This is an optimization exercise on Yosys and OpenROAD, whose aim is small area, not a production implementation.
The RTL was checked by simulation tests, not by an equivalence proof against the original design.
No activity file was given, so power comes from the tool's default toggle rates.

==> module us_frontend_top, before the edit <==
module us_frontend_top (
	input  logic                                 clk,
	input  logic                                 rst_n,
	input  logic                                 bf_spi_start,           
	input  logic                                 bf_tx_en,               
	input  logic [us_pkg::BF_DATA_WIDTH-1:0]      data_in,
	input  logic [us_pkg::BF_BIT_COUNT_WIDTH-1:0] num_of_bit,
	input  logic [us_pkg::ACQ_CNT_WIDTH-1:0]      adc_start_length,
	input  logic [us_pkg::ACQ_CNT_WIDTH-1:0]      adc_init_delay,
	input  logic [us_pkg::ACQ_CNT_WIDTH-1:0]      adc_samples_per_echo,
	input  logic                                 spi_sdi,
	output logic                                 spi_cs_n,
	output logic                                 spi_sck,
	output logic                                 spi_sdo,
	output logic                                 bf_spi_done,
	output logic [us_pkg::BF_DATA_WIDTH-1:0]      rd_data,
	output logic                                 bf_tx_en_pin,           
	output logic                                 fifo_en,                
	output logic                                 fsm_done
);
	localparam int DW = us_pkg::BF_DATA_WIDTH;
	localparam int CW = us_pkg::ACQ_CNT_WIDTH;
	logic [1:0]    sp_st;
	logic          sp_d;         
	logic [8:0]    sc;
	logic [DW-1:0] rx_sr;        
	logic [6:0]    b;
	logic [1:0]    r;
	logic          sp_idle, sp_dly, sp_frm, sp_post;
	logic          sp_start, b_zero, r_two, r_zero, sp_step, sp_adv;
	logic          rx_shift, rx_hold;
	logic [DW:0]   tx_ext;       
	logic [71:0]   tx_pad;
	logic [7:0]    b_lo;         
	logic [8:0]    b_hi;         
	logic [8:0]    tx_grp;       
	assign b        = sc[8:2];
	assign r        = sc[1:0];
	assign sp_idle  = ~sp_st[1] & ~sp_st[0];
	assign sp_dly   = ~sp_st[1] &  sp_st[0];
	assign sp_frm   =  sp_st[1] &  sp_st[0];
	assign sp_post  =  sp_st[1] & ~sp_st[0];
	assign sp_start = sp_idle & bf_spi_start & ~sp_d;
	assign b_zero   = ~|b;
	assign r_two    = r[1] & ~r[0];
	assign r_zero   = ~r[1] & ~r[0];
	assign sp_step  = b_zero & r_two;
	assign sp_adv   = sp_start | (sp_st[0] & sp_step) | (sp_post & r_zero);
	assign rx_shift = sp_frm & r_two & ~b_zero;
	assign rx_hold  = ~rx_shift & ~sp_dly;
	assign tx_ext   = {data_in, data_in[0]};
	assign tx_pad   = {1'b0, tx_ext};
	for (genvar k = 0; k < 8; k++) begin : g_lo
		assign b_lo[k] = (b[2:0] == 3'(k));
	end
	for (genvar j = 0; j < 9; j++) begin : g_hi
		assign b_hi[j]   = sp_frm & (b[6:3] == 4'(j));
		assign tx_grp[j] = |(b_lo & tx_pad[8*j +: 8]);
	end
	always_ff @(posedge clk or negedge rst_n) begin
		if (!rst_n) begin
			sp_st <= 2'b00;
			sp_d  <= 1'b0;
		end else begin
			sp_d <= bf_spi_start;
			if (sp_adv)
				sp_st <= {sp_st[0], ~sp_st[1]};
		end
	end
	always_ff @(posedge clk) begin
		if (sp_start)
			sc <= {7'd3, 2'd0};
		else if (sp_dly && sp_step)
			sc <= {num_of_bit[6:0], 2'd3};
		else
			sc <= sc - 9'd1;
		rx_sr <= ({DW{rx_shift}} & {rx_sr[DW-2:0], spi_sdi}) | ({DW{rx_hold}} & rx_sr);
	end
	assign spi_cs_n    = ~sp_frm;
	assign spi_sck     = sp_frm & ~r[1];
	assign spi_sdo     = |(b_hi & tx_grp);
	assign bf_spi_done = sp_post & r_zero;
	assign rd_data     = rx_sr;
	logic [2:0]    ac_st;
	logic          ac_d;         
	logic [CW-1:0] c;            
	logic [CW:0]   c_low0;       
	logic [CW-1:0] c_dec;
	logic          c_one;
	logic          ac_adv, ld_k, ld_1, ld_2, ld_3, dec;
	assign c_low0[0] = 1'b1;
	for (genvar i = 0; i < CW; i++) begin : g_dec
		assign c_low0[i+1] = c_low0[i] & ~c[i];
		assign c_dec[i]    = c[i] ^ c_low0[i];
	end
	assign c_one = c[0] & ~|c[CW-1:1];
	assign ac_adv = (~ac_st[2] & ~ac_st[0] & bf_tx_en & ~ac_d)    
	              | (ac_st[2] & ~ac_st[1])                         
	              | ((ac_st[0] | ac_st[1]) & ~(ac_st[2] & ~ac_st[1]) & c_one);
	assign ld_k = ac_adv & ~ac_st[0];                 
	assign ld_1 = ac_adv &  ac_st[0] & ~ac_st[1];     
	assign ld_2 = ac_adv &  ac_st[1] & ~ac_st[2];     
	assign ld_3 = ac_adv &  ac_st[2] &  ac_st[0];     
	assign dec  = ~ac_adv;
	always_ff @(posedge clk or negedge rst_n) begin
		if (!rst_n) begin
			ac_st <= 3'b000;
			ac_d  <= 1'b0;
		end else begin
			ac_d <= bf_tx_en;
			if (ac_adv)
				ac_st <= {ac_st[1:0], ~ac_st[2]};
		end
	end
	always_ff @(posedge clk) begin
		c <= ({CW{ld_1}} & adc_start_length)
		   | ({CW{ld_2}} & adc_init_delay)
		   | ({CW{ld_3}} & adc_samples_per_echo)
		   | ({CW{ld_k}} & CW'(11))
		   | ({CW{dec}} & c_dec);
	end
	assign bf_tx_en_pin = ac_st[1] & ~ac_st[2];
	assign fifo_en      = ac_st[1] & ~ac_st[0];
	assign fsm_done     = ac_st[2] & ~ac_st[1];
endmodule
clock: 5.0 ns
lec_check: 0
cap_margin: 20
core_margin: 2
core_utilization: 40
cts_buf_list: sky130_fd_sc_hd__clkbuf_8
slew_margin: 20
standard.sh (not shown) runs the stock make flow with config.mk's settings and CLKGATE_MAP_FILE= SYNTH_SCRIPT=/design/flow/synth_recipe.tcl, a recipe that flattens the netlist after the stock synthesis.
==> flow/flow/run.sh <==
#!/bin/bash
# Standard layout with two changes:
#  - synthesis maps the logic with flow/abc_area.script (area-oriented
#    ABC mapping) instead of ORFS's speed script; everything else in the
#    synthesis, including the register mapping and names, is the standard one
#  - the smallest buffer (buf_1) on every port
set -euo pipefail
W=$(pwd)
sed 's|^  log_cmd abc {\*}\$abc_args$|  set abc_args [lreplace $abc_args 1 1 '"$W"'/flow/abc_area.script]\n  log_cmd abc {*}$abc_args|' \
	"$FLOW_HOME/scripts/synth.tcl" > "$W/synth_area.tcl"
grep -q "flow/abc_area.script" "$W/synth_area.tcl"
sed 's|source \$::env(SCRIPTS_DIR)/synth.tcl|source '"$W"'/synth_area.tcl|' "$W/synth_recipe.tcl" > "$W/area_synth.tcl"
grep -q "synth_area.tcl" "$W/area_synth.tcl"
bash standard.sh SYNTH_SCRIPT="$W/area_synth.tcl" \
	BUFFER_PORTS_ARGS="-buffer_cell sky130_fd_sc_hd__buf_1" finish > standard.log 2>&1
==> flow/flow/abc_area.script <==
&get -n
&st
&dch
&nf -R 1000 -p -C 32
&put
Next try:
--- a/flow/design.v
+++ b/flow/design.v
@@ -89,47 +89,47 @@
 	assign spi_sck     = sp_frm & ~r[1];
 	assign spi_sdo     = |(b_hi & tx_grp);
 	assign bf_spi_done = sp_post & r_zero;
 	assign rd_data     = rx_sr;
 	logic [2:0]    ac_st;
 	logic          ac_d;         
-	logic [CW-1:0] c;            
-	logic [CW:0]   c_low0;       
-	logic [CW-1:0] c_dec;
+	logic [CW-1:0] cn;           
+	logic [CW:0]   cn_ones;      
+	logic [CW-1:0] cn_inc;
 	logic          c_one;
-	logic          ac_adv, ld_k, ld_1, ld_2, ld_3, dec;
-	assign c_low0[0] = 1'b1;
-	for (genvar i = 0; i < CW; i++) begin : g_dec
-		assign c_low0[i+1] = c_low0[i] & ~c[i];
-		assign c_dec[i]    = c[i] ^ c_low0[i];
+	logic          ac_adv, ld_k, ld_1, ld_2, ld_3, cnt;
+	assign cn_ones[0] = 1'b1;
+	for (genvar i = 0; i < CW; i++) begin : g_inc
+		assign cn_ones[i+1] = cn_ones[i] & cn[i];
+		assign cn_inc[i]    = cn[i] ^ cn_ones[i];
 	end
-	assign c_one = c[0] & ~|c[CW-1:1];
+	assign c_one = ~cn[0] & &cn[CW-1:1];
 	assign ac_adv = (~ac_st[2] & ~ac_st[0] & bf_tx_en & ~ac_d)    
 	              | (ac_st[2] & ~ac_st[1])                         
 	              | ((ac_st[0] | ac_st[1]) & ~(ac_st[2] & ~ac_st[1]) & c_one);
 	assign ld_k = ac_adv & ~ac_st[0];                 
 	assign ld_1 = ac_adv &  ac_st[0] & ~ac_st[1];     
 	assign ld_2 = ac_adv &  ac_st[1] & ~ac_st[2];     
 	assign ld_3 = ac_adv &  ac_st[2] &  ac_st[0];     
-	assign dec  = ~ac_adv;
+	assign cnt  = ~ac_adv;
 	always_ff @(posedge clk or negedge rst_n) begin
 		if (!rst_n) begin
 			ac_st <= 3'b000;
 			ac_d  <= 1'b0;
 		end else begin
 			ac_d <= bf_tx_en;
 			if (ac_adv)
 				ac_st <= {ac_st[1:0], ~ac_st[2]};
 		end
 	end
 	always_ff @(posedge clk) begin
-		c <= ({CW{ld_1}} & adc_start_length)
-		   | ({CW{ld_2}} & adc_init_delay)
-		   | ({CW{ld_3}} & adc_samples_per_echo)
-		   | ({CW{ld_k}} & CW'(11))
-		   | ({CW{dec}} & c_dec);
+		cn <= ~(({CW{ld_1}} & adc_start_length)
+		      | ({CW{ld_2}} & adc_init_delay)
+		      | ({CW{ld_3}} & adc_samples_per_echo)
+		      | ({CW{ld_k}} & CW'(11))
+		      | ({CW{cnt}} & ~cn_inc));
 	end
 	assign bf_tx_en_pin = ac_st[1] & ~ac_st[2];
 	assign fifo_en      = ac_st[1] & ~ac_st[0];
 	assign fsm_done     = ac_st[2] & ~ac_st[1];
 endmodule
 `default_nettype wire
Result:
- The changed run produced a clean layout
- sequential power went up by a little under a tenth
- worst setup slack is about the same
- clock-buffer cell count does not change
- final area is lower slightly
- routed wire length goes up by a few percent
- synthesized area shrinks slightly
- worst hold slack gains 9.8 ps

[afterwards: timing with drivers on the ports]
No port has a modelled driver above. Below, the same layouts with a new extraction and two added sets of constraints. Step 1, drivers: a clkbuf_16 drives clk and a buf_2 each remaining input, both assumed. Step 2 adds t to the input delays and takes it off the output delays; t is the mean of the earliest and latest rising clock arrival at the registers after step 1. Input paths then give back, and output paths get back, about the clock's delay inside the block. Three values: no drivers, after step 1, after step 2; two values: the first two.
run	t, ns	slack for setup (ns)	worst setup path after step 2
the first run	0.394	0.872 / 0.872 / 0.872	register to register
the second run	0.386	0.869 / 0.869 / 0.869	register to register
After both steps setup and hold are still met in every run listed.
